This is an optimization exercise on Yosys and OpenROAD, whose aim is small area, not a production implementation.
The RTL was checked by simulation tests, not by an equivalence proof against the original design.
No driver is modelled on the clock port, so clocking that relies on it looks cheaper here than on a real chip.
Power and IR drop assume default switching activity.

v53:
// program_loader_top
module program_loader_top (
   input  logic        clk,
   input  logic        reset,
   input  logic        rx,
   output logic        in_execution,
   output logic        instr_valid,
   output logic        program_done,
   output logic [7:0]  instr_pc,
   output logic [31:0] instr_data
);
For scale: about 9,600 cells after synthesis, ~8,500 flip-flops, about 46 I/O pins, about 180,000 um^2 of cells after synthesis.
export LEC_CHECK = 0
export CAP_MARGIN = 20
export CORE_MARGIN = 2
export CORE_UTILIZATION = 60
export CTS_CLUSTER_DIAMETER = 100
export CTS_CLUSTER_SIZE = 32
export PLACE_DENSITY = 0.7
export SLEW_MARGIN = 20
export SYNTH_HIERARCHICAL = 1
export SYNTH_MEMORY_MAX_BITS = 65536
create_clock -name core_clock -period 8.0 [get_ports {clk}]
standard.sh (not shown) runs the stock make flow with config.mk's settings and CLKGATE_MAP_FILE= SYNTH_SCRIPT=/design/flow/synth_recipe.tcl, a recipe that flattens the netlist after the stock synthesis.
==> flow/flow/run.sh <==
#!/bin/bash
# The standard layout with two changes to how it is made:
#  - clock tree synthesis without dummy loads (same clusters as config.mk:
#    up to 32 sinks within 100 um per leaf buffer);
#  - the port buffers that placement adds are buf_1 cells.
# Each step's full output goes to a log file of its own in this folder.
set -euo pipefail

CTS="-sink_clustering_enable -repair_clock_nets -sink_clustering_size 32 -sink_clustering_max_diameter 100 -dont_use_dummy_load"
PORTS="-buffer_cell sky130_fd_sc_hd__buf_1"

bash standard.sh synth > synth.log 2>&1
bash standard.sh "CTS_ARGS=$CTS" "BUFFER_PORTS_ARGS=$PORTS" finish > layout.log 2>&1
test -f out/final.def
Here is what was changed in the inputs of v39 compared with v53.
==> flow/flow/run.sh <==
#!/bin/bash
# The standard layout with three changes to how it is made:
#  - clock tree synthesis without dummy loads (same clusters as config.mk:
#    up to 32 sinks within 100 um per leaf buffer);
#  - after it, the tree's non-leaf buffers become clkbuf_4
#    (flow/downsize_tree.tcl, run as the CTS step's POST_CTS_TCL hook);
#  - the port buffers that placement adds are buf_1 cells.
# Each step's full output goes to a log file of its own in this folder.
set -euo pipefail

HERE=$(pwd)
CTS="-sink_clustering_enable -repair_clock_nets -sink_clustering_size 32 -sink_clustering_max_diameter 100 -dont_use_dummy_load"
PORTS="-buffer_cell sky130_fd_sc_hd__buf_1"

bash standard.sh synth > synth.log 2>&1
bash standard.sh "CTS_ARGS=$CTS" "BUFFER_PORTS_ARGS=$PORTS" "POST_CTS_TCL=$HERE/flow/downsize_tree.tcl" finish > layout.log 2>&1
test -f out/final.def
==> flow/flow/downsize_tree.tcl (new file) <==
# Run by the CTS step after its own repair (POST_CTS_TCL): the clock tree's
# non-leaf buffers, which drive only other clock buffers, are resized from
# clkbuf_16 to clkbuf_4. Leaf buffers keep their size.
set n 0
foreach inst [get_cells -hierarchical *] {
  set m [get_property $inst ref_name]
  if {![string match sky130_fd_sc_hd__clkbuf_* $m]} continue
  set op [get_pins -of_objects $inst -filter "direction==output"]
  set net [get_nets -of_objects $op]
  set leaf 0
  foreach p [get_pins -of_objects $net -filter "direction==input"] {
    set c [get_property [get_cells -of_objects $p] ref_name]
    if {![string match sky130_fd_sc_hd__clkbuf_* $c]} { set leaf 1; break }
  }
  if {!$leaf} { replace_cell $inst sky130_fd_sc_hd__clkbuf_4; incr n }
}
puts "downsize_tree: resized $n clock tree buffers"
## What came out
v39 vs v53 on slew at the pin closest to its max-slew limit: v39 is the higher one. Compared with v53, in v39 wire length per cell comparable; fraction of standard cell area that is sequential went up; wire length held. Cmp v39 vs v53: net switching power of the design lower in v39. The clock share of power reported for v39 is smaller than that of v53 by 1.0 points. Taking v53 as the reference, in v39 power -0.86 mW; post-route worst setup slack went down by 0.62 ns. Compared to v53, v39 has area growth from synthesis to final layout 0.35 points lower.
The following lists how v20 was set up differently from v39:
==> flow/run.sh (new file) <==
#!/bin/bash
# synth_recipe.tcl (not shown) runs the flow's synth.tcl, then flattens the netlist and writes it again
# the make line also repeats each setting of config.mk as NAME=value (left out here)
make -C /OpenROAD-flow-scripts/flow DESIGN_CONFIG=/design/flow/config.mk WORK_HOME=/design/flow/orfs CLKGATE_MAP_FILE= SYNTH_SCRIPT=/design/flow/synth_recipe.tcl finish
removed: flow/flow/run.sh
removed: flow/flow/downsize_tree.tcl
removed: flow/standard.sh
v20 completed end to end with timing, DRC and antenna clean. Going from v39 to v20, cell count was more or less identical, count of clock-buffer cells in the layout went up by 4.6%, total of plain and repair buffers excluding clock buffers went down by 8. First-pass GRT wire length ended up 0.67% higher on v20 than on v39. From v39 to v20 the numbers moved as follows: total power now larger, wire length after detailed routing went up. v20 against v39: fraction of area in clock buffers and inverters saw an increase; final area rose about 0.8%.
The inputs of v8 differ from those of v20 as listed below.
Settings: CTS_CLUSTER_SIZE: 32 -> 30.
==> comparison <==
Delta (v8 minus v20): met2 wirelength from detailed routing went up by about 0.7%; share of layout cells above drive strength 1 went up by 0.19 points; first-iteration DRC count went up by 218.
On net switching fraction of the power, v20 and v8 are neck and neck.
[compare] base=v20 new=v8: finished layout cell area barely changed, total wirelength of the detailed-routed design climbed about 0.4%, stage delay of the slowest cell on the critical path dropped 0.37 ns, clock skew after layout climbed 0.0075 ns.
Compared to v20, v8 shows a wider setup margin.
In the metrics for v20 and v8, the one carrying the higher cell-internal power is v8.
v8 against v20; clock power is up by a few percent.

==> port drivers added, routing unchanged <==
The results above use ideal ports. As a check the final layouts listed here were re-extracted and re-timed, cells and wires unchanged. Step 1 (the two cells are an assumption about what drives the block):
set clk [get_ports {clk}]
set_driving_cell -lib_cell sky130_fd_sc_hd__clkbuf_16 $clk
set_driving_cell -lib_cell sky130_fd_sc_hd__buf_2 [delete_from_list [all_inputs] $clk]
Step 2 also shifts input and output timing later by t, the mid clock arrival at the registers, as if the neighbouring blocks saw the same clock. a / b / c = no drivers / after step 1 / after step 2; a / b = the first two.
run | t (ns) | slack for setup (ns) | worst hold slack (ns) | clock arrival spread, ns
v53 | 0.998 | 1.344 / 1.255 / 2.253 | 0.238 / 0.238 / 0.238 | 0.137 / 0.137
v39 | 1.562 | 0.728 / 0.644 / 2.206 | 0.096 / 0.096 / 0.096 | 0.281 / 0.281
v20 | 1.028 | 1.048 / 0.950 / 1.978 | 0.306 / 0.306 / 0.306 | 0.074 / 0.074
v8 | 1.030 | 1.069 / 0.971 / 2.001 | 0.287 / 0.287 / 0.287 | 0.075 / 0.075
After both steps setup and hold are still met in every run listed.
